This design comes from an exercise in tuning for small area and a short achievable clock period on the open sky130 flow, not from production work.
In this exercise RTL edits were held to simulation tests only and were not proved equivalent to the original.

<file path="design.v">
package divPkg;
    localparam int DataWidth = 16;
    localparam int RowsPerStage = 4;
    localparam int NumStages = DataWidth / RowsPerStage;
    localparam int Latency = NumStages + 2;
    typedef logic [DataWidth-1:0] data_t;
    localparam data_t MostNegative = {1'b1, {(DataWidth-1){1'b0}}};
    typedef struct packed {
        logic  valid;
        logic  negate;
        logic  err;
        data_t dividendBits;
        data_t divisorMag;
        data_t partialRem;
        data_t quotient;
    } divWork_t;
    localparam int WorkWidth = 3 + 4 * DataWidth;
endpackage
`timescale 1ns/1ps
module operandCondition (
    input  logic     clk,
    input  logic     arstN,
    input  logic     inValid,
    input  divPkg::data_t    dividend,
    input  divPkg::data_t    divisor,
    output divPkg::divWork_t work
);
    divPkg::data_t    dividendMag;
    divPkg::data_t    divisorMag;
    logic     errNext;
    divPkg::divWork_t workNext;
    assign dividendMag = dividend[divPkg::DataWidth-1] ? (~dividend + 1'b1) : dividend;
    assign divisorMag  = divisor[divPkg::DataWidth-1] ? (~divisor + 1'b1) : divisor;
    assign errNext = (dividendMag == divPkg::MostNegative) ||
                     (divisorMag == divPkg::MostNegative) ||
                     (divisorMag == '0);
    always_comb begin
        workNext              = '0;
        workNext.valid        = inValid;
        workNext.negate       = dividend[divPkg::DataWidth-1] ^ divisor[divPkg::DataWidth-1];
        workNext.err          = errNext;
        workNext.dividendBits = dividendMag;
        workNext.divisorMag   = divisorMag;
    end
    logic               validQ;
    divPkg::divWork_t   payloadQ;
    always_ff @(posedge clk or negedge arstN) begin
        if (!arstN) begin
            validQ <= 1'b0;
        end else begin
            validQ <= workNext.valid;
        end
    end
    always_ff @(posedge clk) begin
        payloadQ <= workNext;
    end
    always_comb begin
        work       = payloadQ;
        work.valid = validQ;
    end
endmodule
`timescale 1ns/1ps
module divRow (
    input  divPkg::data_t partialRemIn,
    input  logic  dividendBit,
    input  divPkg::data_t divisorMag,
    output divPkg::data_t partialRemOut,
    output logic  quotientBit
);
    divPkg::data_t              shiftedRem;
    logic               shiftedOut;
    logic [divPkg::DataWidth:0] trialDiff;
    logic               borrow;
    assign {shiftedOut, shiftedRem} = {partialRemIn, dividendBit};
    assign trialDiff = {1'b0, shiftedRem} - {1'b0, divisorMag};
    assign borrow    = trialDiff[divPkg::DataWidth];
    assign quotientBit = ~borrow | shiftedOut;
    assign partialRemOut = quotientBit ? trialDiff[divPkg::DataWidth-1:0] : shiftedRem;
endmodule
`timescale 1ns/1ps
module divStage #(
    parameter int stageIndex = 0
) (
    input  logic     clk,
    input  logic     arstN,
    input  divPkg::divWork_t workIn,
    output divPkg::divWork_t workOut
);
    localparam int TopBit = divPkg::DataWidth - 1 - stageIndex * divPkg::RowsPerStage;
    divPkg::data_t                   remChain [divPkg::RowsPerStage+1];
    logic [divPkg::RowsPerStage-1:0] stageQuot;
    divPkg::divWork_t                workNext;
    assign remChain[0] = workIn.partialRem;
    for (genvar row = 0; row < divPkg::RowsPerStage; row++) begin : gRow
        divRow rowInst (
            .partialRemIn  (remChain[row]),
            .dividendBit   (workIn.dividendBits[TopBit-row]),
            .divisorMag    (workIn.divisorMag),
            .partialRemOut (remChain[row+1]),
            .quotientBit   (stageQuot[divPkg::RowsPerStage-1-row])
        );
    end
    always_comb begin
        workNext            = workIn;
        workNext.partialRem = remChain[divPkg::RowsPerStage];
        workNext.quotient[TopBit -: divPkg::RowsPerStage] = stageQuot;
    end
    logic               validQ;
    divPkg::divWork_t   payloadQ;
    always_ff @(posedge clk or negedge arstN) begin
        if (!arstN) begin
            validQ <= 1'b0;
        end else begin
            validQ <= workNext.valid;
        end
    end
    always_ff @(posedge clk) begin
        payloadQ <= workNext;
    end
    always_comb begin
        workOut       = payloadQ;
        workOut.valid = validQ;
    end
endmodule
`timescale 1ns/1ps
module resultFormat (
    input  logic     clk,
    input  logic     arstN,
    input  divPkg::divWork_t work,
    output logic     outValid,
    output divPkg::data_t    quotient,
    output divPkg::data_t    remainder,
    output logic     err
);
    divPkg::data_t signedQuot;
    assign signedQuot = work.negate ? (~work.quotient + 1'b1) : work.quotient;
    always_ff @(posedge clk or negedge arstN) begin
        if (!arstN) begin
            outValid <= 1'b0;
        end else begin
            outValid <= work.valid;
        end
    end
    always_ff @(posedge clk) begin
        quotient <= signedQuot;
        remainder <= work.partialRem;
        err       <= work.err;
    end
endmodule
`timescale 1ns/1ps
module divTop (
    input  logic  clk,
    input  logic  arstN,
    input  logic  inValid,
    input  divPkg::data_t dividend,
    input  divPkg::data_t divisor,
    output logic  outValid,
    output divPkg::data_t quotient,
    output divPkg::data_t remainder,
    output logic  err
);
    logic [(divPkg::NumStages+1)*divPkg::WorkWidth-1:0] stageWork;
    operandCondition condInst (
        .clk      (clk),
        .arstN    (arstN),
        .inValid  (inValid),
        .dividend (dividend),
        .divisor  (divisor),
        .work     (stageWork[0 +: divPkg::WorkWidth])
    );
    for (genvar stage = 0; stage < divPkg::NumStages; stage++) begin : gStage
        divStage #(
            .stageIndex (stage)
        ) stageInst (
            .clk     (clk),
            .arstN   (arstN),
            .workIn  (stageWork[stage*divPkg::WorkWidth +: divPkg::WorkWidth]),
            .workOut (stageWork[(stage+1)*divPkg::WorkWidth +: divPkg::WorkWidth])
        );
    end
    resultFormat formatInst (
        .clk       (clk),
        .arstN     (arstN),
        .work      (stageWork[divPkg::NumStages*divPkg::WorkWidth +: divPkg::WorkWidth]),
        .outValid  (outValid),
        .quotient  (quotient),
        .remainder (remainder),
        .err       (err)
    );
endmodule
</file>
<file path="constraint.sdc">
create_clock -name core_clock -period 11.0 [get_ports {clk}]
set_input_delay 2.2000 -clock core_clock [delete_from_list [all_inputs] [get_ports {clk}]]
set_output_delay 2.2000 -clock core_clock [all_outputs]
set_load 0.01 [all_outputs]
</file>
<file path="run.sh">
#!/bin/bash
# synth_recipe.tcl (not shown) runs the flow's synth.tcl, then flattens the netlist and writes it again
# the make line also repeats each setting of config.mk as NAME=value (left out here)
make -C /OpenROAD-flow-scripts/flow DESIGN_CONFIG=/design/flow/config.mk WORK_HOME=/design/flow/orfs CLKGATE_MAP_FILE= SYNTH_SCRIPT=/design/flow/synth_recipe.tcl finish
</file>
<file path="config.mk">
export PLATFORM = sky130hd
export DESIGN_NAME = divTop
export DESIGN_NICKNAME = divTop
export VERILOG_FILES = /design/flow/design.v
export SDC_FILE = /design/flow/constraint.sdc
export NUM_CORES = 4
export LEC_CHECK = 0
export CAP_MARGIN = 20
export CORE_MARGIN = 2
export CORE_UTILIZATION = 40
export SLEW_MARGIN = 20
</file>
==> notes.md <==
==> worst max-delay path, delay by kind of cell (launching register included) <==
family	cells	cell delay (ps)
AO/OA/AOI/OAI	21	4550
adder cells (fa/ha/maj)	5	1650
buffers and inverters	7	910
flip-flops	1	400
multiplexers	4	1250
AND/OR/NAND/NOR	8	1490
==> timing repair <==
action / in CTS / in global routing
pin swaps: 0 / 4
resized for setup: 1 / 35
setup endpoints to repair: 2 / 64
buffers inserted: 0 / 12
==> state kept, by name, indices dropped and copies added (netlist names) <==
signal / cells
condInst.payloadQ: 34
condInst.validQ: 1
formatInst.err: 1
formatInst.outValid: 1
formatInst.quotient: 16
formatInst.remainder: 16
gStage.stageInst.payloadQ: 184
gStage.stageInst.validQ: 4
==> kinds of logic after synthesis <==
family | after synthesis | synth area share
and+or+nand+nor | 733 | 0.176
AOI/OAI and AO/OA | 642 | 0.213
adders and majority gates | 260 | 0.165
DFF | 257 | 0.254
buffers and inverters | 231 | 0.0443
xor gates and xnor gates | 203 | 0.0871
muxes | 111 | 0.0613
other | 1 | 0.000184
==> final timing paths <==
| check | end | cells past startpoint | startpoint |
|---|---|---|---|
| setup / recovery | gStage[3].stageInst.payloadQ[30] | 45 | gStage[2].stageInst.payloadQ[32] |
| min in group asynchronous | gStage[1].stageInst.validQ | 1 | arstN |
| max in group asynchronous | formatInst.outValid | 1 | arstN |
| hold reg to reg | gStage[3].stageInst.payloadQ[13] | 0 | gStage[2].stageInst.payloadQ[13] |
| setup reg to reg | gStage[3].stageInst.payloadQ[30] | 45 | gStage[2].stageInst.payloadQ[32] |
| hold / removal | gStage[3].stageInst.payloadQ[13] | 0 | gStage[2].stageInst.payloadQ[13] |
==> layout make-up <==
| type | instances | area (sq um) |
|---|---|---|
| fill | 4913 | 26700 |
| multi-input combinational | 1956 | 14500 |
| sequential | 257 | 5180 |
| timing repair buffer | 134 | 1220 |
| clock buffer | 38 | 842 |
| tap | 672 | 841 |
| inverter | 183 | 691 |
| clock inverter | 20 | 282 |
==> placed cells by master, fill, tap and decap left out, drive strengths merged, types with 50 or more instances in the layout <==
master / n
a21o: 50
a21oi: 146
buf: 66
clkdlybuf4s50: 68
dfxtp: 251
ha: 245
inv: 184
mux2: 85
nand2: 190
nand3: 86
nor2: 158
nor3: 73
o21ai: 138
xnor2: 147
xor2: 56
==> metal layers <==
| metal | part of all wire | vias to the layer above |
|---|---|---|
| met5 | 0 | - |
| met4 | 0.030 | 0 |
| met3 | 0.053 | 85 |
| met2 | 0.42 | 425 |
| met1 | 0.50 | 8356 |
| li1 | - | 9075 |
==> stage by stage <==
| step | std cells | setup TNS [ps] | worst slack, ps | hold slack [ps] | instance area (sq um) |
|---|---|---|---|---|---|
| 3_3_place_gp | 3190 | 0 | 377 | 310 | 22200 |
| 4_1_cts | 3248 | 0 | 67.8 | 325 | 23300 |
| 2_1_floorplan | 2444 | 0 | 639 | 310 | 20400 |
| 5_1_grt | 3260 | -60.9 | -32.1 | 327 | 23500 |
| 6_report | 3260 | 0 | 613 | 323 | 23500 |
| 3_5_place_dp | 3190 | 0 | 1.08 | 312 | 22200 |
==> cell usage after synthesis, drive strengths merged (29+ instances only) <==
cell type	n	area, sq um
nand2	190	713
nor2b	44	275
nand2b	42	263
inv	180	676
or3	33	206
a211oi	34	278
o21a	42	315
a21oi	146	731
nor2	158	606
nor3	73	365
nand3	86	430
mux2	85	987
xor2	56	490
clkbuf	29	109
ha	245	3070
a21o	50	375
o21ai	138	694
xnor2	147	1290
o211ai	42	320
dfxtp	251	5020
==> PnR_summary.wiki <==
{| class="wikitable"
! Metric !! Value
|-
| Arrival time at the worst endpoint || roughly 11000 ps
|-
| Pre-antenna DRT Iters || 5
|-
| Met3 GRT Util || 0.0303
|-
| Count of flip-flops with a built-in enable after synthesis || 0
|-
| Final period util || 0.944
|-
| Largest net degree at the start of global routing || 38
|-
| Share of layout cells above drive strength 1 || 0.101
|-
| Final worst clock skew || between 15 and 20 ps
|-
| Number of buffer cells added on primary ports || 68
|-
| Category of the worst setup path capture point || flip-flop
|-
| Crit path time final || 10390 ps
|-
| Worst Path Max Fanout || 12
|-
| Drt via density || 5.50
|-
| CP max stage cell || sky130_fd_sc_hd__fa_1
|-
| Synth Register Bits || 257
|-
| Slew Viols, Final || 0
|-
| Type of element launching the critical path || flip-flop
|-
| Post-layout nets || between 2000 and 3000
|-
| Wire per inst || 16.9 um
|-
| Layout area overhead || 15.3%
|-
| Worst slew pin tran || 823 ps
|-
| Worst min path class || flip-flop to flip-flop
|-
| Insertion delay to the later sink of the worst-skew pair || 590 ps
|-
| Number of antenna violations at the first check in global routing || 2
|-
| Mapped Area || 0.0204 sq mm
|-
| Final Core Density || 0.468
|-
| Most used routing layer || met2
|-
| Synthesized area per cell || 8.37 sq um
|-
| Yosys cell types || 86
|-
| Overall routed net length || 55100 um
|-
| DRC violation count after routing || 0
|-
| Number of nets with antenna violations after detailed routing || 0
|-
| Die outline area || around 0.053 sq mm
|-
| Clock Sinks || 257
|-
| Run status || no timing/DRC/antenna violations
|-
| Class of the most critical setup path || flip-flop to flip-flop
|-
| Share of the yosys chip area belonging to registers || 0.254
|-
| Diodes inserted || 0
|-
| Starting utilization of the core area || 0.406
|-
| Final Wtd Congestion || 0.930
|-
| Number of global-route vias before repair || 17150
|-
| Hold bufs inserted after CTS || 0
|-
| Floorplan die width || 230 um
|-
| Number of cells produced by synthesis || 2438
|-
| Starting DRC count in detailed routing || approximately 1200
|-
| Global route overflow || 0
|-
| CTS clock-pin slew for the worst setup and hold paths || 60 ps
|-
| Asr flop ratio synth || 0.0233
|-
| Half-perimeter wire length after detailed placement || 44800 um
|-
| Ys flop type || sky130_fd_sc_hd__dfxtp_1
|-
| Reported max-cap violation count || 0
|-
| # rows || 82
|-
| Global routing usage summed across all routing layers || 0.203
|-
| Standard cell core area || ~0.050 sq mm
|-
| Clock tree from TritonCTS || done
|-
| Top achievable clock speed || about 96 MHz
|-
| Hold Vio Cnt, Final || 0
|-
| Num CTS Buffers || 31
|-
| Worst setup slack for register-to-register paths || 610 ps
|-
| Most common cell on crit path || sky130_fd_sc_hd__ha_1
|-
| Overall die height || 230 um
|-
| CTS H-tree lvls || 1
|-
| Setup violation total in the final timing report || 0
|-
| Relative max-transition margin || 0.447
|-
| Top Ports || 69
|-
| Largest buffer count on any clock path || 3
|-
| Worst path max stage delay || between 400 and 500 ps
|-
| Yosys synthesis warning count || 14
|-
| CTS root buf || sky130_fd_sc_hd__clkbuf_16
|-
| Wire length of the first global-routing pass || 88700 um
|-
| Vias after detailed routing || 17941
|-
| Met2 Track Usage GR || 0.308
|-
| Worst endpoint required time || 11500 ps
|-
| Met1 GRT Util || 0.294
|}

-- re-timing with driven ports --
The flow's constraints put no driver on any port. The routed layout listed below was extracted and timed again, unchanged, in two steps.
Step 1, drivers: a clkbuf_16 drives clk and a buf_2 each remaining input, both assumed.
Step 2 adds t to the input delays and takes it off the output delays; t is the mean of the earliest and latest rising clock arrival at the registers after step 1. Input paths then give back, and output paths get back, about the clock's delay inside the block.
Slacks: ideal ports / drivers / drivers and shift; pairs: ideal ports / drivers.
t (ns): 0.638
setup WS [ns]: 0.613 / 0.613 / 0.613
latest minus earliest clock arrival (ns): 0.018 / 0.018
worst slew at a driven data input, ns: 0.07
After both steps this run still meets setup and hold. The setup slack of this run moves by 0.000 ns with the drivers and by 0.000 ns with both steps.
